Context: an optimization exercise on an open-source flow, tuned for small area. The choices shown serve that exercise and are no tape-out recipe. At most, simulation tests tie the RTL to the original design; equivalence was not proved. Function not checked in run 3: the RTL went through the layout flow alone. No activity file was given, so power comes from the tool's default toggle rates.

File: config.mk
export PLATFORM = sky130hd
export DESIGN_NAME = sepr_top
export DESIGN_NICKNAME = sepr_top
export VERILOG_FILES = /design/flow/design.v
export SDC_FILE = /design/flow/constraint.sdc
export NUM_CORES = 4
export LEC_CHECK = 0
export CAP_MARGIN = 20
export CORE_MARGIN = 2
export CORE_UTILIZATION = 40
export SLEW_MARGIN = 20
export SYNTH_HIERARCHICAL = 1
File: constraint.sdc
create_clock -name core_clock -period 10.0 [get_ports {core_clk}]
set_input_delay 2.0000 -clock core_clock [delete_from_list [all_inputs] [get_ports {core_clk}]]
set_output_delay 2.0000 -clock core_clock [all_outputs]
set_load 0.01 [all_outputs]
File: design.v
package sepr_pkg;
   localparam int unsigned addr_w = 32;
   localparam int unsigned len_w = 20;
   localparam int unsigned word_bytes = 4;
   localparam logic last_op_read = 1'b0;
   typedef enum logic [2:0] {
      st_idle    = 3'b000,     
      st_rd_ptr  = 3'b001,     
      st_rd_hdr  = 3'b010,     
      st_rd_data = 3'b011,     
      st_updt    = 3'b100      
   } sepr_state_t;
endpackage
import sepr_pkg::*;
module sepr_ctrl_fsm (
   input  logic core_clk,
   input  logic uctl_rst_n,
   input  logic get_rd_ptrs,       
   input  logic wr_addr_en,        
   input  logic hdr_rd,            
   input  logic rd,                
   input  logic updt_rd_buf,       
   input  logic mem_ack,
   input  logic dma_dn,
   input  logic ept_updt_dn,
   input  logic buf_empty_in,      
   output logic rd_ptrs_rcvd,
   output logic buf_empty,
   output logic hdr_rd_dn,
   output logic transfer_dn,
   output logic buf_updt_dn,
   output logic mem_rd,
   output logic dma_start,
   output logic ept_req_data,
   output logic ept_updt_req,
   output logic ld_ptr,            
   output logic ld_hdr,            
   output logic wr_addr_load,      
   output logic xfer_done,         
   output logic xfer_busy          
);
   logic updt_q;                   
   assign ept_req_data = get_rd_ptrs;
   assign ld_ptr       = get_rd_ptrs;
   assign wr_addr_load = get_rd_ptrs & wr_addr_en;
   assign hdr_rd_dn    = mem_ack & mem_rd;
   assign ld_hdr       = hdr_rd_dn;
   assign xfer_done    = transfer_dn;
   always_ff @(posedge core_clk or negedge uctl_rst_n) begin
      if (!uctl_rst_n) begin
         rd_ptrs_rcvd <= 1'b0;
         buf_empty    <= 1'b0;
         mem_rd       <= 1'b0;
         dma_start    <= 1'b0;
         transfer_dn  <= 1'b0;
         ept_updt_req <= 1'b0;
         buf_updt_dn  <= 1'b0;
         updt_q       <= 1'b0;
         xfer_busy    <= 1'b0;
      end else begin
         rd_ptrs_rcvd <= get_rd_ptrs;
         buf_empty    <= get_rd_ptrs & buf_empty_in;
         mem_rd       <= hdr_rd | (mem_rd & ~mem_ack);
         dma_start    <= rd;
         transfer_dn  <= dma_dn;
         ept_updt_req <= (updt_rd_buf & ~updt_q) | (ept_updt_req & ~ept_updt_dn);
         buf_updt_dn  <= ept_updt_dn;
         updt_q       <= updt_rd_buf;
         xfer_busy    <= rd | (xfer_busy & ~transfer_dn);
      end
   end
endmodule
import sepr_pkg::*;
module sepr_ptr_regs (
   input  logic              core_clk,
   input  logic              uctl_rst_n,
   input  logic              ld_ptr,           
   input  logic              ld_hdr,           
   input  logic [addr_w-1:0] ept_start_addr,
   input  logic [addr_w-1:0] ept_end_addr,
   input  logic [addr_w-1:0] ept_rd_ptr,
   input  logic [addr_w-1:0] ept_wr_ptr,
   input  logic              ept_last_op,
   input  logic [addr_w-1:0] mem_rd_data,      
   input  logic              mem_dval,
   output logic [addr_w-1:0] start_addr,
   output logic [addr_w-1:0] end_addr,
   output logic [addr_w-1:0] rd_ptr,
   output logic [addr_w-1:0] rd_ptr_n,         
   output logic [addr_w-1:0] next_rd_ptr,      
   output logic              buf_empty         
);
   logic [addr_w-3:0] rd_inc;                  
   logic [addr_w-2:0] rd_inc_c;
   logic              past_end;                
   logic              past_end_q;
   always_ff @(posedge core_clk or negedge uctl_rst_n) begin
      if (!uctl_rst_n) begin
         start_addr <= '0;
         end_addr   <= '0;
      end else if (ld_ptr) begin
         start_addr <= ept_start_addr;
         end_addr   <= ept_end_addr;
      end
   end
   assign rd_ptr_n = ~rd_ptr;
   sepr_gt u_past_end (.a_n(rd_ptr_n), .b(end_addr), .gt(past_end));
   always_ff @(posedge core_clk) begin
      past_end_q <= past_end;
   end
   assign rd_inc_c[0] = ld_hdr & ~past_end_q;
   for (genvar i = 0; i < addr_w-2; i++) begin : g_inc
      sepr_ha u_ha (.a(rd_ptr[i+2]), .b(rd_inc_c[i]), .s(rd_inc[i]), .co(rd_inc_c[i+1]));
   end
   always_ff @(posedge core_clk or negedge uctl_rst_n) begin
      if (!uctl_rst_n) begin
         rd_ptr <= '0;
      end else if (ld_ptr) begin
         rd_ptr <= ept_rd_ptr;
      end else if (ld_hdr & past_end_q) begin
         rd_ptr <= start_addr;                       
      end else begin
         rd_ptr <= {rd_inc, rd_ptr[1:0]};            
      end
   end
   always_ff @(posedge core_clk) begin
      if (mem_dval) next_rd_ptr <= mem_rd_data;
   end
   assign buf_empty = (ept_wr_ptr == ept_rd_ptr) && (ept_last_op == last_op_read);
endmodule
import sepr_pkg::*;
module sepr_xfer_calc (
   input  logic              core_clk,
   input  logic              uctl_rst_n,
   input  logic              wr_addr_load,      
   input  logic              xfer_done,         
   input  logic              xfer_busy,         
   input  logic [addr_w-1:0] start_addr,
   input  logic [addr_w-1:0] end_addr,
   input  logic [addr_w-1:0] rd_ptr,
   input  logic [addr_w-1:0] rd_ptr_n,          
   input  logic [addr_w-1:0] next_rd_ptr,       
   input  logic [addr_w-1:0] cfg_sys_wr_addr,
   output logic [len_w-1:0]  dma_len,
   output logic [addr_w-1:0] sys_wr_addr
);
   localparam int hw = addr_w - 2;    
   localparam int k1 = 8;             
   localparam int k2 = 18;            
   localparam int ks = 18;            
   localparam logic [255:0] tab_ca = 256'hffffffffffffffff0000ffffffffffff00000000ffffffff100031007310ffff;
   localparam logic [255:0] tab_cb = 256'hf731ff73fff7fffffffff731ff73fff7fff7fffff731ff73ffffffffffffffff;
   localparam logic [255:0] tab_cc1 = 256'h000010003100731073100000100031003100731000001000ff73fff7fffff731;
   localparam logic [255:0] tab_cn = 256'hffffffffffffffffffffffffffffffffffffffffffffffff1000310073100000;
   logic [hw-1:0] h_w, r_nw, s_nw, e_w;
   logic [1:0]    h_b, r_b, s_b, e_b;
   logic [7:0]    lo;
   logic          wrap;               
   logic          wrap_q;             
   logic          ysel;               
   logic          ca, cb, cc1, cn;
   logic          cn_q;               
   logic [1:0]    len_b;              
   logic [hw-1:0] sel_b, len_f;       
   logic [hw-1:0] a_s, b_s;           
   logic          a_c1, b_c1, c_c1, a_c2, b_c2, c_c2, s_c1;
   logic          ca1_q, cb1_q, cw0_q, cw1_q, ca2_q, cb2_q, cc2_q, cs_q;
   logic [hw-1:0] sa;                 
   assign h_w  = next_rd_ptr[addr_w-1:2];
   assign r_nw = rd_ptr_n[addr_w-1:2];
   assign s_nw = ~start_addr[addr_w-1:2];
   assign e_w  = end_addr[addr_w-1:2];
   assign h_b  = next_rd_ptr[1:0];
   assign r_b  = rd_ptr[1:0];
   assign s_b  = start_addr[1:0];
   assign e_b  = end_addr[1:0];
   assign lo   = {h_b, r_b, e_b, s_b};
   assign ca  = tab_ca[lo];           
   assign cb  = tab_cb[lo];           
   assign cc1 = tab_cc1[lo];          
   assign cn  = tab_cn[lo];           
   sepr_gt u_wrap (.a_n(rd_ptr_n), .b(next_rd_ptr), .gt(wrap));
   always_ff @(posedge core_clk) begin
      wrap_q <= wrap;
      cn_q   <= cn;
   end
   assign ysel  = ~xfer_busy | wrap_q;
   assign len_b = wrap_q ? 2'(h_b - r_b + e_b - s_b) : 2'(h_b - r_b);
   assign sel_b[k1-1:0] = b_s[k1-1:0] | {k1{~ysel}};
   sepr_rca #(k1) u_a1 (.a(h_w[k1-1:0]), .b(r_nw[k1-1:0]), .ci(ca), .s(a_s[k1-1:0]), .co(a_c1));
   sepr_rca #(k1) u_b1 (.a(e_w[k1-1:0]), .b(s_nw[k1-1:0]), .ci(cb), .s(b_s[k1-1:0]), .co(b_c1));
   sepr_rca #(k1) u_c1 (.a(a_s[k1-1:0]), .b(sel_b[k1-1:0]), .ci(ysel ? cc1 : ~cn_q),
                        .s(len_f[k1-1:0]), .co(c_c1));
   assign sel_b[k2-1:k1] = b_s[k2-1:k1] | {(k2-k1){~wrap_q}};
   sepr_rca #(k2-k1) u_a2 (.a(h_w[k2-1:k1]), .b(r_nw[k2-1:k1]), .ci(ca1_q),
                           .s(a_s[k2-1:k1]), .co(a_c2));
   sepr_rca #(k2-k1) u_b2 (.a(e_w[k2-1:k1]), .b(s_nw[k2-1:k1]), .ci(cb1_q),
                           .s(b_s[k2-1:k1]), .co(b_c2));
   sepr_rca #(k2-k1) u_c2 (.a(a_s[k2-1:k1]), .b(sel_b[k2-1:k1]), .ci(wrap_q ? cw1_q : cw0_q),
                           .s(len_f[k2-1:k1]), .co(c_c2));
   assign sel_b[hw-1:k2] = b_s[hw-1:k2] | {(hw-k2){~wrap_q}};
   sepr_rca #(hw-k2) u_a3 (.a(h_w[hw-1:k2]), .b(r_nw[hw-1:k2]), .ci(ca2_q),
                           .s(a_s[hw-1:k2]), .co());
   sepr_rca #(hw-k2) u_b3 (.a(e_w[hw-1:k2]), .b(s_nw[hw-1:k2]), .ci(cb2_q),
                           .s(b_s[hw-1:k2]), .co());
   sepr_rca #(hw-k2) u_c3 (.a(a_s[hw-1:k2]), .b(sel_b[hw-1:k2]), .ci(cc2_q),
                           .s(len_f[hw-1:k2]), .co());
   assign dma_len = {len_f[len_w-3:0], len_b};
   sepr_rca #(ks) u_s1 (.a(sys_wr_addr[ks+1:2]), .b(len_f[ks-1:0]), .ci(|len_b),
                        .s(sa[ks-1:0]), .co(s_c1));
   sepr_rca #(hw-ks) u_s2 (.a(sys_wr_addr[addr_w-1:ks+2]), .b(len_f[hw-1:ks]), .ci(cs_q),
                           .s(sa[hw-1:ks]), .co());
   always_ff @(posedge core_clk) begin
      ca1_q <= a_c1;
      cb1_q <= b_c1;
      cw1_q <= c_c1;
      cw0_q <= ~cn | (|a_s[k1-1:0]);
      ca2_q <= a_c2;
      cb2_q <= b_c2;
      cc2_q <= c_c2;
      cs_q  <= s_c1;
   end
   always_ff @(posedge core_clk or negedge uctl_rst_n) begin
      if (!uctl_rst_n) begin
         sys_wr_addr <= '0;
      end else if (wr_addr_load) begin
         sys_wr_addr <= cfg_sys_wr_addr;
      end else if (xfer_done) begin
         sys_wr_addr[addr_w-1:2] <= sa;
      end
   end
endmodule
module sepr_rca #(parameter int w = 8) (
   input  logic [w-1:0] a,
   input  logic [w-1:0] b,
   input  logic         ci,
   output logic [w-1:0] s,
   output logic         co
);
   logic [w:0] c;
   assign c[0] = ci;
   for (genvar i = 0; i < w; i++) begin : g_fa
      sepr_fa u_fa (.a(a[i]), .b(b[i]), .ci(c[i]), .s(s[i]), .co(c[i+1]));
   end
   assign co = c[w];
endmodule
module sepr_gt (
   input  logic [31:0] a_n,
   input  logic [31:0] b,
   output logic        gt
);
   logic [24:0] c;
   logic [7:0]  g, p;
   logic        gg, pp;
   assign c[0] = 1'b1;
   for (genvar i = 0; i < 24; i++) begin : g_maj
      sepr_maj u_maj (.a(b[i]), .b(a_n[i]), .c(c[i]), .y(c[i+1]));
   end
   assign g = b[31:24] & a_n[31:24];
   assign p = b[31:24] | a_n[31:24];
   always_comb begin
      gg = 1'b0;
      pp = 1'b1;
      for (int i = 0; i < 8; i++) begin
         gg = g[i] | (p[i] & gg);
         pp = pp & p[i];
      end
   end
   assign gt = ~(gg | (pp & c[24]));
endmodule
module sepr_fa (
   input  logic a,
   input  logic b,
   input  logic ci,
   output logic s,
   output logic co
);
   assign {co, s} = a + b + ci;
endmodule
module sepr_ha (
   input  logic a,
   input  logic b,
   output logic s,
   output logic co
);
   assign {co, s} = a + b;
endmodule
module sepr_maj (
   input  logic a,
   input  logic b,
   input  logic c,
   output logic y
);
   assign y = (a & b) | (a & c) | (b & c);
endmodule
import sepr_pkg::*;
module sepr_top (
   input  logic              core_clk,
   input  logic              uctl_rst_n,
   input  logic              get_rd_ptrs,
   input  logic              wr_addr_en,
   input  logic              hdr_rd,
   input  logic              rd,
   input  logic              updt_rd_buf,
   output logic              rd_ptrs_rcvd,
   output logic              buf_empty,
   output logic              hdr_rd_dn,
   output logic              transfer_dn,
   output logic              buf_updt_dn,
   input  logic [addr_w-1:0] mem_rd_data,
   input  logic              mem_ack,
   input  logic              mem_dval,
   output logic [addr_w-1:0] mem_addr,
   output logic              mem_rd,
   input  logic              dma_dn,
   input  logic [addr_w-1:0] cfg_sys_wr_addr,
   output logic              dma_start,
   output logic [addr_w-1:0] dma_laddr,
   output logic [len_w-1:0]  dma_len,
   output logic [addr_w-1:0] dma_ep_start_addr,
   output logic [addr_w-1:0] dma_ep_end_addr,
   output logic [addr_w-1:0] sys_wr_addr,
   input  logic [addr_w-1:0] ept_start_addr,
   input  logic [addr_w-1:0] ept_end_addr,
   input  logic [addr_w-1:0] ept_rd_ptr,
   input  logic [addr_w-1:0] ept_wr_ptr,
   input  logic              ept_last_op,
   input  logic              ept_updt_dn,
   output logic              ept_req_data,
   output logic              ept_updt_req,
   output logic [addr_w-1:0] ept_wr_rd_ptr
);
   logic              ld_ptr;
   logic              ld_hdr;
   logic              wr_addr_load;
   logic              xfer_done;
   logic              xfer_busy;
   logic              ptr_buf_empty;    
   logic [addr_w-1:0] start_addr;
   logic [addr_w-1:0] end_addr;
   logic [addr_w-1:0] rd_ptr;
   logic [addr_w-1:0] rd_ptr_n;
   logic [addr_w-1:0] next_rd_ptr;
   sepr_ctrl_fsm i_ctrl_fsm (
      .core_clk, .uctl_rst_n, .get_rd_ptrs, .wr_addr_en, .hdr_rd, .rd, .updt_rd_buf,
      .mem_ack, .dma_dn, .ept_updt_dn, .buf_empty_in(ptr_buf_empty),
      .rd_ptrs_rcvd, .buf_empty, .hdr_rd_dn, .transfer_dn, .buf_updt_dn,
      .mem_rd, .dma_start, .ept_req_data, .ept_updt_req,
      .ld_ptr, .ld_hdr, .wr_addr_load, .xfer_done, .xfer_busy
   );
   sepr_ptr_regs i_ptr_regs (
      .core_clk, .uctl_rst_n, .ld_ptr, .ld_hdr,
      .ept_start_addr, .ept_end_addr, .ept_rd_ptr, .ept_wr_ptr, .ept_last_op,
      .mem_rd_data, .mem_dval,
      .start_addr, .end_addr, .rd_ptr, .rd_ptr_n, .next_rd_ptr, .buf_empty(ptr_buf_empty)
   );
   sepr_xfer_calc i_xfer_calc (
      .core_clk, .uctl_rst_n, .wr_addr_load, .xfer_done, .xfer_busy,
      .start_addr, .end_addr, .rd_ptr, .rd_ptr_n, .next_rd_ptr, .cfg_sys_wr_addr,
      .dma_len, .sys_wr_addr
   );
   assign mem_addr          = rd_ptr;     
   assign dma_laddr         = rd_ptr;     
   assign dma_ep_start_addr = start_addr;
   assign dma_ep_end_addr   = end_addr;
   assign ept_wr_rd_ptr     = {next_rd_ptr[addr_w-1:2], 2'b00};    
endmodule
File: flow/run.sh
#!/bin/bash
# Standard ORFS layout (the standard.sh), with each port buffered by the
# smallest buffer, and a clock tree of clkbuf_8 without dummy loads.
set -euo pipefail
export BUFFER_PORTS_ARGS="-buffer_cell sky130_fd_sc_hd__buf_1"
export CTS_ARGS="-sink_clustering_enable -repair_clock_nets -dont_use_dummy_load -buf_list sky130_fd_sc_hd__clkbuf_8"
bash standard.sh finish > standard_flow.log 2>&1
File: standard.sh
#!/bin/bash
# synth_recipe.tcl (not shown) runs the flow's synth.tcl, then flattens the netlist and writes it again
# the make line also repeats each setting of config.mk as NAME=value (left out here)
make -C /OpenROAD-flow-scripts/flow DESIGN_CONFIG=/design/flow/config.mk WORK_HOME=/design/flow/orfs CLKGATE_MAP_FILE= SYNTH_SCRIPT=/design/flow/synth_recipe.tcl "${@:-finish}"
==> flow_metrics.py, run 1 <==
metrics = {
    "timing": {
        "clock_skew_ps": 36.39,
        "setup_viol": 0,
        "max_freq_ghz": 0.1030,
        "finalHoldViolations": 0,
        "final_max_slew_viol_count": 0,
        "tightest_slew_ps": 1076,
        "relSlewSlack_pct": 28.26,
        "fin_crit_sh_pct": 97.08,
        "period_minus_slack_ps": 9708,
        "setup_slack_ps": 291.9,
    },
    "cells_and_area": {
        "fill_cells": 2797,
        "post-route-util_pct": 48.21,
        "layout.nets": 1702,
        "drive_gt1_share_pct": 14.22,
        "final_cell_mix": "buf_1, dfrtp_1, fa_1",
        "area.growth.synth_to_final_pct": 18.09,
        "layout_commonest_cell": "buf_1",
    },
    "grt": {
        "grt_first_pass_wirelength_um": 52980,
        "antenna_found_initial": 3,
        "globalRouteTotalUtil_pct": 23.32,
        "overflow": 0,
        "grt_pass1_vias": 8850,
        "grt_max_degree": 72,
    },
    "floorplan": {
        "dieArea_um2": 30840,
        "coreArea_um2": 28860,
        "rows": 62,
        "die_x_um": 175.6,
        "start_util_pct": 40.83,
        "io_pins": 425,
        "fp.dieH_um": 175.6,
    },
    "worst_setup_path": {
        "path_depth": 28,
        "cp_data_arrival_time_ps": 10050,
        "crit_buf_inv": 0,
        "cp_common_cell": "fa_1",
        "crit_type": "reg -> reg",
        "worstPathRequired_ps": 10340,
        "setup.worst_path.end": "i_xfer_calc.sys_wr_addr[19]",
        "start_kind": "register",
        "rr_worst_depth": 28,
        "critPathLaunch": "i_ptr_regs.next_rd_ptr[1]",
        "r2r-start": "i_ptr_regs.next_rd_ptr[1]",
        "cp_slowest_cell": "fa_1",
        "path_max_fanout": 2,
        "critPathMaxStageDelay_ps": 540,
        "crit_family": "adder cells",
        "ff2ff_setup_slack_ps": 290,
        "cp-end-kind": "register",
        "worst_r2r_endpoint": "i_xfer_calc.sys_wr_addr[19]",
    },
    "detailed_routing": {
        "wl_per_cell_um": 20.39,
        "drt_iter0_markers": 358,
        "drc": 0,
        "drt_wl_total_um": 35260,
        "vias_per_cell": 4.875,
        "dr.pass1.iters": 5,
        "vias": 8429,
        "ant_nets": 0,
    },
    "place": {
        "gp_congestion": 0.8542,
        "numPortBuffers": 422,
        "place_hpwl_um": 28490,
        "pre_cts_slack_ps": -284.2,
    },
    "clocking": {
        "worstSkewPairLatency_ps": 490,
        "root_buffer": "clkbuf_8",
        "cts_tree": "yes",
        "cts_hold_buf": 0,
        "htreeDepth": 4,
        "path_clk_slew_ps": 80,
        "clockBufferDepth": 2,
        "clock-sinks": 180,
        "numCtsBuffers": 17,
    },
    "synth": {
        "synth_top_area_share_pct": 29.10,
        "syn_area_um2": 11780,
        "syn_area_per_cell_um2": 12.47,
        "synthTopCellsByArea": "dfrtp_1, fa_1, edfxtp_1, mux2_2, mux2i_1",
        "ys_types": 48,
        "synth_seq_area_share_pct": 39.12,
        "async_flop_share_pct": 76.11,
        "syn_inst": 945,
        "ys.flop_type": "dfrtp_1",
        "synth_edf_count": 32,
        "synth_area_leader_cell": "dfrtp_1",
        "ys_warn_count": 10,
        "ys_ff_latch": 180,
    },
    "power_and_ir_drop": {
        "p_per_area_nw_per_um2": 231.3,
        "irDropWorstVdd_mv": 0.1432,
        "power_leakage_uw": 0.005756,
    },
    "worst_hold_path": {
        "hold_path.class": "reg -> reg",
    },
    "job": {
        "drv_cap": 0,
    },
    "run_status": {
        "status": "complete, no violations",
    },
}
modules after synthesis (local to each module, per instance), a selection:
module          cells  area (um2)
sepr_ptr_regs     384        5281
sepr_maj            1       11.26
sepr_gt            14       91.34
sepr_top           35       259.0
sepr_xfer_calc    277        2429
sepr_ctrl_fsm      23       311.5
logic make-up after synthesis:
group	after synthesis	share of synthesized area [%]
xor gates and xnor gates	38	2.984
buffers and inverters	146	6.277
adders and majority gates	203	28.66
other	3	0.09558
and+or+nand+nor	136	5.735
DFF	180	39.12
AOI/OAI and AO/OA	109	5.363
muxes	130	11.76
metrics by stage:
stage          cell area (um2)  cells  total power (uW)  hold WS [ps]  TNS (ps)
3_3_place_gp             13630   1709              2770         415.1    -140.1
5_1_grt                  13910   1727              3560         455.6    -9.432
6_report                 13910   1729              3218         442.5         0
2_1_floorplan            11790    946              2199         409.5         0
4_1_cts                  13880   1726              3247         446.4         0
3_5_place_dp             13630   1709              2834         443.4    -284.2
flip-flops by register name, summed over array words and instances, names as in the netlist, 32 cells and up:
register	cells
i_ptr_regs.start_addr	32
i_xfer_calc.sys_wr_addr	32
i_ptr_regs.end_addr	32
i_ptr_regs.rd_ptr	32
i_ptr_regs.next_rd_ptr	32
metal layers:
metal  wire length, um  GRT usage [%]  vias up
met5                16              0        -
met4               708          7.059        2
met3              2030          5.346       35
met2             17680          39.60      288
met1             14830          29.77     4167
li1                  -              -     3937
synth_stat cells, types with 3 or more instances:
master    number
xor2_1        31
a21o_1         5
dfxtp_1       11
nand2_1       67
a31oi_1        4
a211oi_1       4
inv_1         72
nand4_1        4
o22ai_1        6
buf_2         12
xnor2_1        6
nand2b_1      33
a22oi_1        7
fa_1         120
ha_1          33
mux2i_1       63
dfrtp_1      137
mux2_2        67
nor2_1         4
nor4_1         9
maj3_2        49
edfxtp_1      32
nor2b_1        4
clkbuf_1      16
conb_1         3
o21ai_0       69
buf_4         45
how the worst min path moves through the flow:
stage,startpoint,endpoint,slack (ps),cells past startpoint
after CTS,i_ctrl_fsm.updt_q,i_ctrl_fsm.ept_updt_req,450,1
after floorplan,i_ctrl_fsm.updt_q,i_ctrl_fsm.ept_updt_req,410,1
after detailed placement,i_ctrl_fsm.updt_q,i_ctrl_fsm.ept_updt_req,440,1
final,i_ctrl_fsm.updt_q,i_ctrl_fsm.ept_updt_req,440,1
after global routing,i_ctrl_fsm.updt_q,i_ctrl_fsm.ept_updt_req,460,1
after global placement,i_ctrl_fsm.updt_q,i_ctrl_fsm.ept_updt_req,420,1
final cells by class:
| class | count | area [um2] | area share, % |
|---|---|---|---|
| timing repair buffer | 454 | 1833 | 13.18 |
| antenna | 2 | 5.005 | 0.03597 |
| inverter | 72 | 270.3 | 1.943 |
| sequential | 180 | 4612 | 33.15 |
| multi-input combinational | 620 | 6477 | 46.56 |
| clock buffer | 17 | 234.0 | 1.682 |
| tap | 384 | 480.5 | 3.454 |
power breakdown:
group	total, uW	internal (uW)	switching [uW]
registers	1050	887	168
logic	1770	812	955
clock network	396	150	245
what timing repair did:
action / 4_1_cts / 5_1_grt
gates resized for setup: 6 / 9
pin swaps: 0 / 3
setup buffers: 0 / 1
endpoints found under the setup margin: 2 / 1
==> inputs of run 2 (changes only) <==
--- a/config.mk
+++ b/config.mk
@@ -8,5 +8,5 @@
 export CAP_MARGIN = 20
 export CORE_MARGIN = 2
-export CORE_UTILIZATION = 40
+export CORE_UTILIZATION = 65
 export SLEW_MARGIN = 20
 export SYNTH_HIERARCHICAL = 1
==> run 2 against run 1 <==
Net effect:
- largest cell class unchanged
- sequential power hardly changed
- sequential share of layout area is 0.68 points higher
- utilization is 28 points higher
==> flow_metrics.py, run 2 <==
metrics = {
    "cells_and_area": {
        "n_antenna_cell": 0,
        "drive_gt1_share_pct": 13.32,
        "area.growth.synth_to_final_pct": 15.72,
        "post-route-util_pct": 76.15,
        "final_cell_mix": "buf_1, dfrtp_1, fa_1",
        "layout.nets": 1688,
        "layout_commonest_cell": "buf_1",
        "fin_cells": 1558,
        "fill_cells": 1322,
    },
    "grt": {
        "overflow": 0,
        "grt_max_degree": 71,
        "grt_first_pass_wirelength_um": 51070,
        "antenna_found_initial": 1,
        "globalRouteTotalUtil_pct": 35.23,
        "grt_pass1_vias": 9015,
    },
    "clocking": {
        "cts_tree": "yes",
        "root_buffer": "clkbuf_8",
        "cts_hold_buf": 0,
        "worstSkewPairLatency_ps": 490,
        "htreeDepth": 4,
        "clockBufferDepth": 2,
        "numCtsBuffers": 17,
        "clock-sinks": 180,
        "path_clk_slew_ps": 120,
    },
    "synth": {
        "synth_seq_area_share_pct": 39.12,
        "synth_area_leader_cell": "dfrtp_1",
        "syn_area_um2": 11780,
        "muxShareOfSynthArea_pct": 11.76,
        "ys_warn_count": 10,
        "syn_inst": 945,
        "synthAdderAreaFrac_pct": 28.66,
        "synth_compound_area_share_pct": 5.363,
        "yosys-top-cells-count": "dfrtp_1, fa_1, inv_1",
        "synth_top_area_share_pct": 29.10,
        "ys_ff_latch": 180,
        "synthTopCellsByArea": "dfrtp_1, fa_1, edfxtp_1, mux2_2, mux2i_1",
        "synthSimpleGateAreaFrac_pct": 5.735,
        "yosysMostFrequentCell": "dfrtp_1",
        "syn_area_per_cell_um2": 12.47,
        "synth_edf_count": 32,
        "ys.flop_type": "dfrtp_1",
        "ys_types": 48,
        "async_flop_share_pct": 76.11,
        "synth_xor_area_share_pct": 2.984,
        "synth_top_family_by_area": "adder cells",
    },
    "timing": {
        "tightest_slew_ps": 1077,
        "setup_slack_ps": 321.4,
        "rsz0062_at_grt": "no",
        "period_minus_slack_ps": 9679,
        "finalHoldViolations": 0,
        "whs_ps": 441.4,
        "max_freq_ghz": 0.1033,
        "clock_skew_ps": 45.19,
        "setup_viol": 0,
        "fin_crit_sh_pct": 96.79,
        "final_max_slew_viol_count": 0,
        "relSlewSlack_pct": 28.19,
    },
    "floorplan": {
        "dieArea_um2": 19220,
        "start_util_pct": 65.81,
        "coreArea_um2": 17900,
        "rows": 49,
        "fp.dieH_um": 138.6,
        "io_pins": 425,
        "die_x_um": 138.6,
    },
    "power_and_ir_drop": {
        "combPwrFrac_pct": 55.0,
        "clock_power_share_pct": 11.9,
        "p_total_uw": 3202,
        "intPower_uw": 1831,
        "p_seq_share_pct": 33.1,
        "p_per_area_nw_per_um2": 234.9,
        "power_switching_uw": 1371,
        "p_sw_share_pct": 42.81,
        "power_leakage_uw": 0.005700,
        "irDropWorstVdd_mv": 0.1302,
    },
    "place": {
        "gp_congestion": 0.9227,
        "pre_cts_slack_ps": -173.5,
        "place_hpwl_um": 26870,
        "dp_cells": 1539,
        "numPortBuffers": 422,
    },
    "worst_setup_path": {
        "crit_family": "adder cells",
        "path_depth": 28,
        "cp_slowest_cell": "fa_1",
        "path_max_fanout": 2,
        "ff2ff_setup_slack_ps": 320,
        "cp_data_arrival_time_ps": 10020,
        "rr_worst_depth": 28,
        "worstPathRequired_ps": 10340,
        "critPathMaxStageDelay_ps": 480,
        "setup.worst_path.end": "i_xfer_calc.sys_wr_addr[19]",
        "crit_buf_inv": 0,
        "worst_r2r_endpoint": "i_xfer_calc.sys_wr_addr[19]",
        "r2r-start": "i_ptr_regs.next_rd_ptr[1]",
        "cp-end-kind": "register",
        "start_kind": "register",
        "cp_common_cell": "fa_1",
        "crit_type": "reg -> reg",
        "critPathLaunch": "i_ptr_regs.next_rd_ptr[1]",
    },
    "detailed_routing": {
        "wl_per_cell_um": 21.25,
        "vias": 8727,
        "vias_per_cell": 5.601,
        "dr.pass1.iters": 6,
        "drt_wl_total_um": 33110,
        "drt_iter0_markers": 580,
        "drc": 0,
        "ant_nets": 0,
    },
    "worst_hold_path": {
        "hold_path.class": "reg -> reg",
    },
    "job": {
        "drv_cap": 0,
    },
    "run_status": {
        "status": "complete, no violations",
    },
}
run 2: how the worst min path moves through the flow:
stage                       from                      end  slack (ps)  depth (start not counted)
2_1_floorplan  i_ctrl_fsm.updt_q  i_ctrl_fsm.ept_updt_req         410                          1
3_5_place_dp   i_ctrl_fsm.updt_q  i_ctrl_fsm.ept_updt_req         430                          1
4_1_cts        i_ctrl_fsm.updt_q  i_ctrl_fsm.ept_updt_req         440                          1
6_report       i_ctrl_fsm.updt_q  i_ctrl_fsm.ept_updt_req         440                          1
3_3_place_gp   i_ctrl_fsm.updt_q  i_ctrl_fsm.ept_updt_req         420                          1
5_1_grt        i_ctrl_fsm.updt_q  i_ctrl_fsm.ept_updt_req         460                          1
run 2: cell families (layout without fill, tap and decap cells):
group                    after synthesis  in the layout
multiplexers                         130            130
AO/OA/AOI/OAI                        109            109
XOR/XNOR                              38             38
adder cells (fa/ha/maj)              203            203
AND/OR/NAND/NOR                      136            136
flip-flops                           180            180
other                                  3              4
buffers and inverters                146            529
run 2: per-stage QoR:
step,instance area (um2),setup TNS (ps)
3_5_place_dp,13320,-173.5
6_report,13630,0
4_1_cts,13580,0
3_3_place_gp,13320,-41.71
5_1_grt,13630,0
2_1_floorplan,11790,0
run 2: layer usage:
metal	global-route usage, %	part of all wire (%)	vias to the layer above
li1	-	-	3912
met1	45.85	39	4349
met2	58.42	50	405
met3	8.460	7.6	61
met4	13.13	3.5	0
met5	0	0	-
run 2: power groups by stage:
stage | clock network, uW | registers [uW] | logic, uW
global placement | 0 | 1070 | 1640
floorplan | 0 | 1080 | 1120
CTS | 388 | 1060 | 1750
finish | 381 | 1060 | 1760
global route | 415 | 1080 | 1980
detailed placement | 0 | 1070 | 1730
run 2: area by class of cell:
cell class | instances | area, um2 | area share [%]
Timing Repair Buffer | 440 | 1748 | 12.82
Clock buffer | 17 | 234.0 | 1.716
Multi-Input combinational cell | 620 | 6482 | 47.55
Sequential cell | 180 | 4612 | 33.83
Tap cell | 229 | 286.5 | 2.102
Inverter | 72 | 270.3 | 1.982
run 2: Yosys stat by module, one instance, submodules excluded, excerpt:
module	copies in the design	cells	cell area [um2]
sepr_maj	48	1	11.26
sepr_ha	30	1	12.51
sepr_top	1	35	259.0
sepr_xfer_calc	1	277	2429
sepr_fa	120	1	20.02
sepr_gt	2	14	91.34
sepr_ctrl_fsm	1	23	311.5
sepr_ptr_regs	1	384	5281
run 2: timing repair:
item / 4_1_cts / 5_1_grt
resized for setup: 8 / 9
cloned: 0 / 0
pin swaps: 2 / 2
setup buffers: 0 / 1
setup endpoints to repair: 1 / 2
==> inputs of run 3 (changes only) <==
--- a/design.v
+++ b/design.v
@@ -95,11 +95,27 @@
    logic              past_end;                
    logic              past_end_q;
+   logic              ld_n;                    
+   logic              step_wrap;               
+   logic              step_keep;               
+   logic [addr_w-1:0] start_d, end_d, rd_d, rd_step;
+   assign ld_n      = ~ld_ptr;
+   assign step_wrap = ld_n & ld_hdr & past_end_q;
+   assign step_keep = ld_n & ~(ld_hdr & past_end_q);
+   assign rd_step   = {rd_inc, rd_ptr[1:0]};
+   for (genvar i = 0; i < addr_w; i++) begin : g_next
+      sepr_ao22  u_s (.a1(ld_ptr), .a2(ept_start_addr[i]), .b1(ld_n), .b2(start_addr[i]),
+                      .y(start_d[i]));
+      sepr_ao22  u_e (.a1(ld_ptr), .a2(ept_end_addr[i]), .b1(ld_n), .b2(end_addr[i]),
+                      .y(end_d[i]));
+      sepr_ao222 u_r (.a1(ld_ptr), .a2(ept_rd_ptr[i]), .b1(step_wrap), .b2(start_addr[i]),
+                      .c1(step_keep), .c2(rd_step[i]), .y(rd_d[i]));
+   end
    always_ff @(posedge core_clk or negedge uctl_rst_n) begin
       if (!uctl_rst_n) begin
          start_addr <= '0;
          end_addr   <= '0;
-      end else if (ld_ptr) begin
-         start_addr <= ept_start_addr;
-         end_addr   <= ept_end_addr;
+      end else begin
+         start_addr <= start_d;
+         end_addr   <= end_d;
       end
    end
@@ -116,10 +132,6 @@
       if (!uctl_rst_n) begin
          rd_ptr <= '0;
-      end else if (ld_ptr) begin
-         rd_ptr <= ept_rd_ptr;
-      end else if (ld_hdr & past_end_q) begin
-         rd_ptr <= start_addr;                       
       end else begin
-         rd_ptr <= {rd_inc, rd_ptr[1:0]};            
+         rd_ptr <= rd_d;
       end
    end
@@ -221,11 +233,21 @@
       cs_q  <= s_c1;
    end
+   logic              sys_keep, sys_step;
+   logic [addr_w-1:0] sys_d;
+   assign sys_step = ~wr_addr_load & xfer_done;
+   assign sys_keep = ~wr_addr_load & ~xfer_done;
+   for (genvar i = 0; i < 2; i++) begin : g_sys_b
+      sepr_ao22  u_b (.a1(wr_addr_load), .a2(cfg_sys_wr_addr[i]), .b1(~wr_addr_load),
+                      .b2(sys_wr_addr[i]), .y(sys_d[i]));
+   end
+   for (genvar i = 2; i < addr_w; i++) begin : g_sys_w
+      sepr_ao222 u_w (.a1(wr_addr_load), .a2(cfg_sys_wr_addr[i]), .b1(sys_step), .b2(sa[i-2]),
+                      .c1(sys_keep), .c2(sys_wr_addr[i]), .y(sys_d[i]));
+   end
    always_ff @(posedge core_clk or negedge uctl_rst_n) begin
       if (!uctl_rst_n) begin
          sys_wr_addr <= '0;
-      end else if (wr_addr_load) begin
-         sys_wr_addr <= cfg_sys_wr_addr;
-      end else if (xfer_done) begin
-         sys_wr_addr[addr_w-1:2] <= sa;
+      end else begin
+         sys_wr_addr <= sys_d;
       end
    end
@@ -294,4 +316,24 @@
    assign y = (a & b) | (a & c) | (b & c);
 endmodule
+module sepr_ao22 (
+   input  logic a1,
+   input  logic a2,
+   input  logic b1,
+   input  logic b2,
+   output logic y
+);
+   assign y = (a1 & a2) | (b1 & b2);
+endmodule
+module sepr_ao222 (
+   input  logic a1,
+   input  logic a2,
+   input  logic b1,
+   input  logic b2,
+   input  logic c1,
+   input  logic c2,
+   output logic y
+);
+   assign y = (a1 & a2) | (b1 & b2) | (c1 & c2);
+endmodule
 import sepr_pkg::*;
 module sepr_top (
==> run 3 against run 2 <==
Net effect:
- still clean on timing, DRC and antenna
- clock power about the same
- critical path type unchanged
- clock-buffer cell count unchanged
- critical path depth stayed put
- critical endpoint is now i_xfer_calc.sys_wr_addr[19]
==> flow_metrics.py, run 3 <==
metrics = {
    "detailed_routing": {
        "drc": 0,
        "drt_iter0_markers": 1268,
        "dr_wl_met3_um": 3959,
        "wl_per_cell_um": 23.50,
        "vias": 9177,
        "dr.pass1.iters": 6,
        "vias_per_cell": 6.065,
        "routed.top_layer": "met5",
        "wl_met2_um": 17590,
        "wl_met1_um": 12020,
        "drt_wl_total_um": 35550,
        "ant_nets": 0,
    },
    "cells_and_area": {
        "area.growth.synth_to_final_pct": 19.20,
        "post-route-util_pct": 79.91,
        "final_cell_mix": "buf_1, dfrtp_1, inv_1",
        "seq_area_um2": 4609,
        "drive_gt1_share_pct": 11.15,
        "layout.nets": 1651,
        "multi_input_area_um2": 5832,
        "fin_cells": 1513,
        "fill_cells": 1158,
        "layout_commonest_cell": "buf_1",
    },
    "synth": {
        "syn_area_um2": 11200,
        "synth_area_leader_cell": "dfrtp_1",
        "ys_types": 49,
        "synth_top_area_share_pct": 30.62,
        "async_flop_share_pct": 76.11,
        "syn_area_per_cell_um2": 13.02,
        "ys.flop_type": "dfrtp_1",
        "yosysMostFrequentCell": "dfrtp_1",
        "synth_edf_count": 32,
        "synthTopCellsByArea": "dfrtp_1, fa_1, edfxtp_1, a222oi_1, a22o_1",
        "ys_ff_latch": 180,
        "ys_warn_count": 10,
        "synth_seq_area_share_pct": 41.17,
        "syn_inst": 860,
        "yosys-top-cells-count": "dfrtp_1, inv_1, fa_1",
    },
    "worst_setup_path": {
        "worstPathRequired_ps": 10360,
        "start_kind": "register",
        "crit_buf_inv": 1,
        "cp_common_cell": "fa_2",
        "cp_data_arrival_time_ps": 10150,
        "crit_type": "reg -> reg",
        "cp_slowest_cell": "fa_2",
        "path_max_fanout": 2,
        "critPathMaxStageDelay_ps": 490,
        "cp-end-kind": "register",
        "crit_family": "adder cells",
    },
    "timing": {
        "finalHoldViolations": 0,
        "rsz0062_at_grt": "no",
        "final_max_slew_viol_count": 0,
        "setup_viol": 0,
        "whs_ps": 435.2,
        "fin_crit_sh_pct": 97.96,
        "tightest_slew_ps": 1010,
        "relSlewSlack_pct": 32.64,
        "clock_skew_ps": 30.00,
        "finalSetupTns_ps": 0,
        "period_minus_slack_ps": 9796,
        "max_freq_ghz": 0.1021,
    },
    "clocking": {
        "cts_tree": "yes",
        "path_clk_slew_ps": 90,
        "clockBufferDepth": 2,
        "htreeDepth": 4,
        "numCtsBuffers": 17,
        "worstSkewPairLatency_ps": 470,
        "root_buffer": "clkbuf_8",
        "clock-sinks": 180,
    },
    "place": {
        "dp_cells": 1493,
        "numPortBuffers": 422,
        "gp_congestion": 0.9399,
        "place_hpwl_um": 27720,
    },
    "power_and_ir_drop": {
        "power_leakage_uw": 0.005679,
        "p_per_area_nw_per_um2": 237.5,
        "irDropWorstVdd_mv": 0.1375,
    },
    "grt": {
        "grt_pass1_vias": 9394,
        "grt_first_pass_wirelength_um": 52770,
        "overflow": 0,
        "globalRouteTotalUtil_pct": 39.38,
        "grt_max_degree": 83,
        "antenna_found_initial": 1,
    },
    "floorplan": {
        "rows": 47,
        "start_util_pct": 67.04,
        "fp.dieH_um": 135.2,
        "dieArea_um2": 18290,
        "coreArea_um2": 16700,
        "io_pins": 425,
        "die_x_um": 135.2,
    },
    "worst_hold_path": {
        "hold_path.class": "reg -> reg",
    },
    "job": {
        "drv_cap": 0,
    },
    "run_status": {
        "status": "complete, no violations",
    },
}
[run 3: final cells by class]
cell class / instances / share of cell area (%)
Antenna cell: 1 / 0.01875
Multi-Input combinational cell: 499 / 43.70
Clock buffer: 17 / 1.753
Inverter: 136 / 3.825
Sequential cell: 180 / 34.54
Timing Repair Buffer: 460 / 14.10
Tap cell: 220 / 2.063
[run 3: per-stage QoR]
stage | power (uW) | setup WS [ps] | area, um2
floorplan | 2131 | 75.75 | 11200
global placement | 2621 | -146.6 | 13020
detailed placement | 2699 | -288.1 | 13020
CTS | 3113 | 14.70 | 13290
global route | 3414 | 14.58 | 13340
finish | 3170 | 203.7 | 13350
[run 3: report_power, final]
part           leakage [uW]  internal, uW  switching [uW]
logic               0.00349           792             952
clock network      0.000122           150             230
registers           0.00207           880             165
[run 3: metal layers]
layer  vias up  GRT usage [%]
met5         -              0
met4         2          20.95
met3       131          10.96
met2       618          64.35
met1      4527          48.08
li1       3899              -
[run 3: what timing repair did]
action | in CTS | in global routing
pin swaps | 3 | 10
hold buffers | 0 | 0
endpoints found under the setup margin | 1 | 1
hold endpoints to repair | 0 | 0
gates resized for setup | 10 | 17
buffers inserted | 1 | 1
[run 3: cells by family (layout without fill, tap and decap cells)]
group | after synthesis | after routing | synth area share, %
simple gates | 76 | 76 | 4.068
flops | 180 | 180 | 41.17
buf+inv | 182 | 613 | 7.544
xor+xnor | 38 | 38 | 3.140
mux | 2 | 2 | 0.1900
compound gates | 176 | 176 | 13.62
fa+ha+maj | 203 | 203 | 30.16
other cells | 3 | 5 | 0.1006
[run 3: modules after synthesis (local to each module, per instance), a selection]
module / cells inside / copies in the design / area, um2
sepr_ptr_regs: 209 / 1 / 3881
sepr_xfer_calc: 177 / 1 / 1812
sepr_ctrl_fsm: 23 / 1 / 311.5
sepr_top: 35 / 1 / 259.0
sepr_gt: 14 / 2 / 91.34
sepr_fa: 1 / 120 / 20.02
sepr_ao222: 2 / 62 / 13.76
sepr_ha: 1 / 30 / 12.51
sepr_maj: 1 / 48 / 11.26
sepr_ao22: 1 / 66 / 8.758
[run 3: path summary, 6_finish.rpt]
| kind | from | end | slack [ps] | depth (start not counted) |
|---|---|---|---|---|
| max | i_ptr_regs.next_rd_ptr[1] | i_xfer_calc.sys_wr_addr[19] | 200 | 28 |
| min | i_ctrl_fsm.updt_q | i_ctrl_fsm.ept_updt_req | 440 | 1 |
| max reg2reg | i_ptr_regs.next_rd_ptr[1] | i_xfer_calc.sys_wr_addr[19] | 200 | 28 |
| min reg2reg | i_ctrl_fsm.updt_q | i_ctrl_fsm.ept_updt_req | 440 | 1 |
| max in group asynchronous | uctl_rst_n | i_ptr_regs.rd_ptr[23] | 7100 | 2 |
| min in group asynchronous | uctl_rst_n | i_ptr_regs.end_addr[27] | 1630 | 1 |
[run 3: worst register-to-register path, delay by kind of cell, from the launching register on]
family	cells	cell delay [ps]
adders and majority gates	21	8100
AOI/OAI and AO/OA	4	740
DFF	1	470
xor gates and xnor gates	1	170
and+or+nand+nor	1	170
buffers and inverters	1	60
==> inputs of run 4 (changes only) <==
--- a/design.v
+++ b/design.v
@@ -136,6 +136,11 @@
       end
    end
+   logic [addr_w-1:0] hdr_d;
+   for (genvar i = 0; i < addr_w; i++) begin : g_hdr
+      sepr_ao22 u_h (.a1(mem_dval), .a2(mem_rd_data[i]), .b1(~mem_dval), .b2(next_rd_ptr[i]),
+                     .y(hdr_d[i]));
+   end
    always_ff @(posedge core_clk) begin
-      if (mem_dval) next_rd_ptr <= mem_rd_data;
+      next_rd_ptr <= hdr_d;
    end
    assign buf_empty = (ept_wr_ptr == ept_rd_ptr) && (ept_last_op == last_op_read);
@@ -165,5 +170,5 @@
    localparam logic [255:0] tab_cc1 = 256'h000010003100731073100000100031003100731000001000ff73fff7fffff731;
    localparam logic [255:0] tab_cn = 256'hffffffffffffffffffffffffffffffffffffffffffffffff1000310073100000;
-   logic [hw-1:0] h_w, r_nw, s_nw, e_w;
+   logic [hw-1:0] h_w, r_nw, s_w, e_nw;
    logic [1:0]    h_b, r_b, s_b, e_b;
    logic [7:0]    lo;
@@ -175,5 +180,5 @@
    logic [1:0]    len_b;              
    logic [hw-1:0] sel_b, len_f;       
-   logic [hw-1:0] a_s, b_s;           
+   logic [hw-1:0] a_s, b_ns;          
    logic          a_c1, b_c1, c_c1, a_c2, b_c2, c_c2, s_c1;
    logic          ca1_q, cb1_q, cw0_q, cw1_q, ca2_q, cb2_q, cc2_q, cs_q;
@@ -181,6 +186,6 @@
    assign h_w  = next_rd_ptr[addr_w-1:2];
    assign r_nw = rd_ptr_n[addr_w-1:2];
-   assign s_nw = ~start_addr[addr_w-1:2];
-   assign e_w  = end_addr[addr_w-1:2];
+   assign s_w  = start_addr[addr_w-1:2];
+   assign e_nw = ~end_addr[addr_w-1:2];
    assign h_b  = next_rd_ptr[1:0];
    assign r_b  = rd_ptr[1:0];
@@ -199,21 +204,21 @@
    assign ysel  = ~xfer_busy | wrap_q;
    assign len_b = wrap_q ? 2'(h_b - r_b + e_b - s_b) : 2'(h_b - r_b);
-   assign sel_b[k1-1:0] = b_s[k1-1:0] | {k1{~ysel}};
+   assign sel_b[k1-1:0] = ~(b_ns[k1-1:0] & {k1{ysel}});
    sepr_rca #(k1) u_a1 (.a(h_w[k1-1:0]), .b(r_nw[k1-1:0]), .ci(ca), .s(a_s[k1-1:0]), .co(a_c1));
-   sepr_rca #(k1) u_b1 (.a(e_w[k1-1:0]), .b(s_nw[k1-1:0]), .ci(cb), .s(b_s[k1-1:0]), .co(b_c1));
+   sepr_rca #(k1) u_b1 (.a(s_w[k1-1:0]), .b(e_nw[k1-1:0]), .ci(~cb), .s(b_ns[k1-1:0]), .co(b_c1));
    sepr_rca #(k1) u_c1 (.a(a_s[k1-1:0]), .b(sel_b[k1-1:0]), .ci(ysel ? cc1 : ~cn_q),
                         .s(len_f[k1-1:0]), .co(c_c1));
-   assign sel_b[k2-1:k1] = b_s[k2-1:k1] | {(k2-k1){~wrap_q}};
+   assign sel_b[k2-1:k1] = ~(b_ns[k2-1:k1] & {(k2-k1){wrap_q}});
    sepr_rca #(k2-k1) u_a2 (.a(h_w[k2-1:k1]), .b(r_nw[k2-1:k1]), .ci(ca1_q),
                            .s(a_s[k2-1:k1]), .co(a_c2));
-   sepr_rca #(k2-k1) u_b2 (.a(e_w[k2-1:k1]), .b(s_nw[k2-1:k1]), .ci(cb1_q),
-                           .s(b_s[k2-1:k1]), .co(b_c2));
+   sepr_rca #(k2-k1) u_b2 (.a(s_w[k2-1:k1]), .b(e_nw[k2-1:k1]), .ci(cb1_q),
+                           .s(b_ns[k2-1:k1]), .co(b_c2));
    sepr_rca #(k2-k1) u_c2 (.a(a_s[k2-1:k1]), .b(sel_b[k2-1:k1]), .ci(wrap_q ? cw1_q : cw0_q),
                            .s(len_f[k2-1:k1]), .co(c_c2));
-   assign sel_b[hw-1:k2] = b_s[hw-1:k2] | {(hw-k2){~wrap_q}};
+   assign sel_b[hw-1:k2] = ~(b_ns[hw-1:k2] & {(hw-k2){wrap_q}});
    sepr_rca #(hw-k2) u_a3 (.a(h_w[hw-1:k2]), .b(r_nw[hw-1:k2]), .ci(ca2_q),
                            .s(a_s[hw-1:k2]), .co());
-   sepr_rca #(hw-k2) u_b3 (.a(e_w[hw-1:k2]), .b(s_nw[hw-1:k2]), .ci(cb2_q),
-                           .s(b_s[hw-1:k2]), .co());
+   sepr_rca #(hw-k2) u_b3 (.a(s_w[hw-1:k2]), .b(e_nw[hw-1:k2]), .ci(cb2_q),
+                           .s(b_ns[hw-1:k2]), .co());
    sepr_rca #(hw-k2) u_c3 (.a(a_s[hw-1:k2]), .b(sel_b[hw-1:k2]), .ci(cc2_q),
                            .s(len_f[hw-1:k2]), .co());
--- a/config.mk
+++ b/config.mk
@@ -8,5 +8,5 @@
 export CAP_MARGIN = 20
 export CORE_MARGIN = 2
-export CORE_UTILIZATION = 65
+export CORE_UTILIZATION = 40
 export SLEW_MARGIN = 20
 export SYNTH_HIERARCHICAL = 1
==> run 4 against run 3 <==
Net effect:
- still clean on timing, DRC and antenna
- clock skew rose by 16 ps
- register-to-register slack better by 200 ps
- clock power is 5% higher
- sequential share of layout area is 2.8 points lower
- largest power group unchanged
- die area is 59% higher
- via count is 0.31% lower
- routed wire length increased by 7.4%
- cell area is 1.2% higher
- hold slack better by 1.6 ps
- worst setup slack better by 200 ps
- first-iteration DRC count shrank 47%
- largest cell class unchanged
==> flow_metrics.py, run 4 <==
metrics = {
    "run_status": {
        "status": "complete, no violations",
    },
    "grt": {
        "grt_pass1_vias": 9360,
        "grt_max_degree": 66,
        "antenna_found_initial": 1,
        "overflow": 0,
        "grt_first_pass_wirelength_um": 56190,
        "globalRouteTotalUtil_pct": 26.40,
    },
    "worst_setup_path": {
        "ff2ff_setup_slack_ps": 400,
        "start_kind": "register",
        "cp_data_arrival_time_ps": 9960,
        "cp_common_cell": "fa_2",
        "cp-end-kind": "register",
        "cp_slowest_cell": "fa_1",
        "critPathMaxStageDelay_ps": 510,
        "crit_type": "reg -> reg",
        "crit_buf_inv": 2,
        "path_max_fanout": 4,
        "worstPathRequired_ps": 10370,
        "crit_family": "adder cells",
    },
    "synth": {
        "synthTopCellsByArea": "dfrtp_1, fa_1, dfxtp_1, a22o_1, a222oi_1",
        "yosys-top-cells-count": "dfrtp_1, inv_1, fa_1",
        "ys_types": 61,
        "synth_seq_area_share_pct": 38.56,
        "ys_warn_count": 10,
        "ys_ff_latch": 180,
        "ys.flop_type": "dfrtp_1",
        "async_flop_share_pct": 76.11,
        "synth_edf_count": 0,
        "synth_area_leader_cell": "dfrtp_1",
        "syn_area_um2": 11120,
        "syn_inst": 899,
        "syn_area_per_cell_um2": 12.37,
        "synth_top_area_share_pct": 30.82,
    },
    "clocking": {
        "clockBufferDepth": 2,
        "htreeDepth": 4,
        "cts_hold_buf": 0,
        "cts_tree": "yes",
        "path_clk_slew_ps": 120,
        "worstSkewPairLatency_ps": 480,
        "numCtsBuffers": 17,
        "clock-sinks": 180,
        "root_buffer": "clkbuf_8",
    },
    "cells_and_area": {
        "layout.nets": 1690,
        "n_antenna_cell": 0,
        "area.growth.synth_to_final_pct": 21.38,
        "final_cell_mix": "buf_1, dfrtp_1, inv_1",
        "fill_cells": 2608,
        "drive_gt1_share_pct": 11.65,
        "fin_area_um2": 13500,
        "fin_cells": 1709,
        "layout_commonest_cell": "buf_1",
    },
    "detailed_routing": {
        "ant_nets": 0,
        "vias_per_cell": 5.353,
        "drt_iter0_markers": 678,
        "dr.pass1.iters": 8,
        "drc": 0,
        "vias": 9149,
        "wl_per_cell_um": 22.33,
        "drt_wl_total_um": 38160,
    },
    "place": {
        "numPortBuffers": 422,
        "postPlaceCellArea_um2": 13150,
        "dp_cells": 1689,
        "pre_cts_slack_ps": -160.8,
        "gp_congestion": 0.8841,
        "place_hpwl_um": 30040,
    },
    "timing": {
        "fin_crit_sh_pct": 95.97,
        "rsz0062_at_grt": "no",
        "relSlewSlack_pct": 39.12,
        "final_max_slew_viol_count": 0,
        "period_minus_slack_ps": 9597,
        "setup_slack_ps": 402.9,
        "clock_skew_ps": 46.11,
        "max_freq_ghz": 0.1042,
        "tightest_slew_ps": 913.2,
        "setup_viol": 0,
        "finalHoldViolations": 0,
        "finalSetupTns_ps": 0,
    },
    "floorplan": {
        "rows": 61,
        "die_x_um": 170.8,
        "start_util_pct": 40.38,
        "io_pins": 425,
        "dieArea_um2": 29160,
        "coreArea_um2": 27550,
        "fp.dieH_um": 170.8,
    },
    "worst_hold_path": {
        "hold_path.class": "reg -> reg",
    },
    "power_and_ir_drop": {
        "irDropWorstVdd_mv": 0.1149,
        "power_leakage_uw": 0.005807,
        "p_per_area_nw_per_um2": 243.5,
    },
    "job": {
        "drv_cap": 0,
    },
}
run 4: cell count changes in the layout (fill, tap and decap cells not counted), sizes merged, moves of 3 or more:
cell    delta
nand2     +34
a22o      +32
nor3       +3
a21o       -3
nand2b    -30
edfxtp    -32
dfxtp     +32
run 4: kinds of logic (layout without fill, tap and decap cells):
kind of cell | Yosys count | after routing | share of synthesized area [%]
AND/OR/NAND/NOR | 84 | 84 | 3.847
other | 3 | 4 | 0.1012
adder cells (fa/ha/maj) | 202 | 202 | 30.27
multiplexers | 2 | 2 | 0.1912
buffers and inverters | 184 | 615 | 7.682
AO/OA/AOI/OAI | 208 | 208 | 16.45
flip-flops | 180 | 180 | 38.56
XOR/XNOR | 36 | 36 | 2.902
run 4: routing by layer:
layer  vias up  GRT usage [%]  routed length [um]
met5         -              0                  11
met4         2          10.59                1212
met3        55          6.408                3055
met2       429          44.16               18610
met1      4619          32.90               15270
li1       4044              -                   -
run 4: Yosys stat by module (local to each module, per instance), a selection:
| module | flip-flops and latches | area [um2] |
|---|---|---|
| sepr_fa | 0 | 20.02 |
| sepr_ptr_regs | 129 | 3565 |
| sepr_xfer_calc | 42 | 1777 |
| sepr_ao22 | 0 | 8.758 |
| sepr_top | 0 | 259.0 |
| sepr_ha | 0 | 12.51 |
| sepr_maj | 0 | 11.26 |
| sepr_gt | 0 | 91.34 |
| sepr_ctrl_fsm | 9 | 311.5 |
| sepr_ao222 | 0 | 13.76 |
run 4: what timing repair did:
action / in CTS / in global routing
pin swaps: 4 / 6
gates resized for setup: 10 / 21
gates cloned: 0 / 0
setup buffers: 1 / 1
endpoints found under the setup margin: 1 / 1
run 4: final timing paths:
| kind | start | to | cells past startpoint |
|---|---|---|---|
| worst min register to register | i_ctrl_fsm.updt_q | i_ctrl_fsm.ept_updt_req | 1 |
| worst max register to register | i_ptr_regs.start_addr[0] | i_xfer_calc.sys_wr_addr[19] | 28 |
| min in group asynchronous | uctl_rst_n | i_ctrl_fsm.buf_updt_dn | 1 |
| worst max-delay path | i_ptr_regs.start_addr[0] | i_xfer_calc.sys_wr_addr[19] | 28 |
| max in group asynchronous | uctl_rst_n | i_xfer_calc.sys_wr_addr[4] | 2 |
| worst min-delay path | i_ctrl_fsm.updt_q | i_ctrl_fsm.ept_updt_req | 1 |
run 4: cell type report:
cell class	count	area, um2	share of cell area, %
sequential	180	4289	31.76
inverter	138	518.0	3.836
multi-input combinational	536	6091	45.11
clock buffer	17	234.0	1.733
tap	378	473.0	3.503
timing repair buffer	460	1898	14.06
run 4: report_power, final:
group          internal (uW)  leakage [uW]  switching, uW
Combinational            850       0.00366           1010
Clock                    151      0.000122            247
Sequential               862       0.00203            170
Total                   1860       0.00581           1420
run 4: stage by stage:
step | util [%] | hold slack, ps | power (uW)
detailed placement | 47.72 | 427.8 | 2848
finish | 49.01 | 436.9 | 3288
global placement | 47.72 | 419.2 | 2810
floorplan | - | 409.5 | 2238
global route | 49.01 | 470.8 | 3612
CTS | 48.69 | 443.0 | 3284
==> inputs of run 5 (changes only) <==
--- a/config.mk
+++ b/config.mk
@@ -8,5 +8,5 @@
 export CAP_MARGIN = 20
 export CORE_MARGIN = 2
-export CORE_UTILIZATION = 40
+export CORE_UTILIZATION = 65
 export SLEW_MARGIN = 20
 export SYNTH_HIERARCHICAL = 1
==> run 5 against run 4 <==
Net effect:
- largest cell class unchanged
- highest routed layer unchanged
- hold slack worse by 3.9 ps
- cell area fell by 1.9%
- die area down 38%
- critical endpoint unchanged
- worst setup slack got worse by 240 ps
- register-to-register slack worse by 240 ps
- utilization is 31 points higher
- sequential share of layout area increased by 0.63 points
- routed wire length decreased by 5.8%
- final cell count fell by 9.4%
- synthesized cell count stayed put
- clock skew decreased by 5.5 ps
- critical path type unchanged
- clock-buffer cell count is the same
==> flow_metrics.py, run 5 <==
metrics = {
    "synth": {
        "synth_area_leader_cell": "dfrtp_1",
        "ys.flop_type": "dfrtp_1",
        "syn_area_um2": 11120,
        "async_flop_share_pct": 76.11,
        "synth_top_area_share_pct": 30.82,
        "ys_ff_latch": 180,
        "yosys-top-cells-count": "dfrtp_1, inv_1, fa_1",
        "synth_seq_area_share_pct": 38.56,
        "synthTopCellsByArea": "dfrtp_1, fa_1, dfxtp_1, a22o_1, a222oi_1",
        "synth_edf_count": 0,
        "syn_inst": 899,
        "ys_types": 61,
        "ys_warn_count": 10,
        "syn_area_per_cell_um2": 12.37,
    },
    "worst_setup_path": {
        "path_max_fanout": 5,
        "rr_worst_depth": 28,
        "start_kind": "register",
        "crit_type": "reg -> reg",
        "worstPathRequired_ps": 10350,
        "cp_common_cell": "fa_2",
        "critPathMaxStageDelay_ps": 540,
        "cp_slowest_cell": "fa_2",
        "cp-end-kind": "register",
        "cp_data_arrival_time_ps": 10190,
    },
    "timing": {
        "setup_viol": 0,
        "clock_skew_ps": 40.56,
        "tightest_slew_ps": 1072,
        "relSlewSlack_pct": 28.35,
        "max_freq_ghz": 0.1017,
        "finalHoldViolations": 0,
        "fin_crit_sh_pct": 98.37,
        "period_minus_slack_ps": 9837,
        "final_max_slew_viol_count": 0,
    },
    "place": {
        "place_hpwl_um": 28030,
        "gp_congestion": 0.9327,
        "dp_cells": 1524,
        "numPortBuffers": 422,
    },
    "clocking": {
        "clockBufferDepth": 2,
        "root_buffer": "clkbuf_8",
        "path_clk_slew_ps": 100,
        "cts_tree": "yes",
        "clock-sinks": 180,
        "cts_hold_buf": 0,
        "worstSkewPairLatency_ps": 480,
        "htreeDepth": 4,
        "numCtsBuffers": 17,
    },
    "job": {
        "drv_cap": 0,
    },
    "power_and_ir_drop": {
        "p_per_area_nw_per_um2": 250.9,
        "power_leakage_uw": 0.005768,
        "irDropWorstVdd_mv": 0.1815,
        "p_total_uw": 3322,
    },
    "grt": {
        "grt_first_pass_wirelength_um": 53670,
        "grt_max_degree": 76,
        "grt_pass1_vias": 9354,
        "antenna_found_initial": 5,
        "overflow": 0,
        "globalRouteTotalUtil_pct": 39.73,
    },
    "detailed_routing": {
        "vias": 9474,
        "drc": 0,
        "vias_per_cell": 6.116,
        "dr.pass1.iters": 8,
        "drt_wl_total_um": 35950,
        "wl_per_cell_um": 23.21,
        "drt_iter0_markers": 1217,
        "ant_nets": 0,
    },
    "cells_and_area": {
        "fin_cells": 1549,
        "layout_commonest_cell": "buf_1",
        "area.growth.synth_to_final_pct": 19.03,
        "drive_gt1_share_pct": 11.02,
        "final_cell_mix": "buf_1, dfrtp_1, inv_1",
        "layout.nets": 1684,
    },
    "floorplan": {
        "dieArea_um2": 18180,
        "start_util_pct": 66.84,
        "fp.dieH_um": 134.8,
        "rows": 47,
        "coreArea_um2": 16640,
        "io_pins": 425,
        "die_x_um": 134.8,
    },
    "worst_hold_path": {
        "hold_path.class": "reg -> reg",
        "whs_path_depth": 1,
    },
    "run_status": {
        "status": "complete, no violations",
    },
}
run 5: cell types whose count changed in the layout (fill, tap and decap cells not counted), sizes merged:
cell / change
buf: -6
diode: +4
run 5: final cells by class:
type                       instances  area, um2
fill                            1108       3401
timing repair buffer             454       1833
clock buffer                      17      234.0
multi-input combinational        536       6080
tap                              220      275.3
inverter                         138      520.5
sequential                       180       4289
antenna                            4      10.01
run 5: path summary, 6_finish.rpt:
kind	from	end	slack, ps
min in group asynchronous	uctl_rst_n	i_ptr_regs.end_addr[26]	1660
hold reg to reg	i_ctrl_fsm.updt_q	i_ctrl_fsm.ept_updt_req	430
max in group asynchronous	uctl_rst_n	i_xfer_calc.sys_wr_addr[29]	6800
setup reg to reg	i_ptr_regs.start_addr[0]	i_xfer_calc.sys_wr_addr[19]	160
setup / recovery	i_ptr_regs.start_addr[0]	i_xfer_calc.sys_wr_addr[19]	160
hold / removal	i_ctrl_fsm.updt_q	i_ctrl_fsm.ept_updt_req	430
run 5: critical path, delay by kind of cell, from the launching register on:
family                   cells  cell delay [ps]
adder cells (fa/ha/maj)     20             7990
AO/OA/AOI/OAI                4              790
flip-flops                   1              430
AND/OR/NAND/NOR              2              300
buffers and inverters        2              240
run 5: per-stage QoR:
step	TNS [ps]	instance area [um2]	utilization, %	hold WS (ps)	worst slack, ps
after floorplan	0	11130	-	409.5	169.4
after global placement	-34.93	12890	77.43	413.6	-34.93
after detailed placement	-248.4	12890	77.45	423.1	-248.4
after CTS	0	13170	79.15	433.4	6.993
after global routing	-22.40	13240	79.54	449.5	-22.40
final	0	13240	79.57	433.0	162.8
run 5: power by group:
group | internal [uW] | switching, uW | total [uW]
clock network | 151 | 231 | 381
logic | 854 | 1060 | 1910
registers | 862 | 165 | 1030
run 5: per-module statistics from Yosys, one instance, submodules excluded, excerpt:
| module | flops+latches | cells |
|---|---|---|
| sepr_ao22 | 0 | 1 |
| sepr_ao222 | 0 | 2 |
| sepr_ctrl_fsm | 9 | 23 |
| sepr_ha | 0 | 1 |
| sepr_top | 0 | 35 |
| sepr_xfer_calc | 42 | 183 |
run 5: metal layers:
metal / track usage [%] / wire, um / vias up
met4: 16.08 / 1727 / 4
met5: 0 / 24 / -
met3: 10.70 / 4088 / 134
met2: 63.62 / 17370 / 657
li1: - / - / 4039
met1: 52.02 / 12740 / 4640
run 5: kinds of logic after synthesis:
group / share of synthesized area (%)
mux: 0.1912
simple gates: 3.847
other cells: 0.1012
fa+ha+maj: 30.27
flops: 38.56
xor+xnor: 2.902
buf+inv: 7.682
compound gates: 16.45
run 5: timing repair:
item                       in CTS  in global routing
pin swaps                       5                  9
setup buffers                   3                  1
setup endpoints to repair       1                  1
resized for setup              12                 19

-- separate check: timing with driven ports --
How much do the figures lean on ideal ports? The routed layouts below were timed once more, with nothing changed but the port constraints. Step 1 (the two cells are an assumption about what drives the block):
set clk [get_ports {core_clk}]
set_driving_cell -lib_cell sky130_fd_sc_hd__clkbuf_16 $clk
set_driving_cell -lib_cell sky130_fd_sc_hd__buf_2 [delete_from_list [all_inputs] $clk]
Step 2 also shifts input and output timing later by t, the mid clock arrival at the registers, as if the neighbouring blocks saw the same clock. a / b / c = ideal / step 1 / step 2; a / b = the first two.
| run | t, ns | slack for setup (ns) | slew at the worst register clock pin (ns) |
|---|---|---|---|
| run 1 | 0.526 | 0.292 / 0.292 / 0.292 | 0.10 / 0.10 |
| run 2 | 0.511 | 0.321 / 0.321 / 0.321 | 0.12 / 0.12 |
| run 3 | 0.497 | 0.204 / 0.204 / 0.204 | 0.09 / 0.09 |
| run 4 | 0.500 | 0.403 / 0.403 / 0.403 | 0.12 / 0.12 |
| run 5 | 0.494 | 0.163 / 0.163 / 0.163 | 0.11 / 0.11 |
After both steps setup and hold are still met in every run listed.
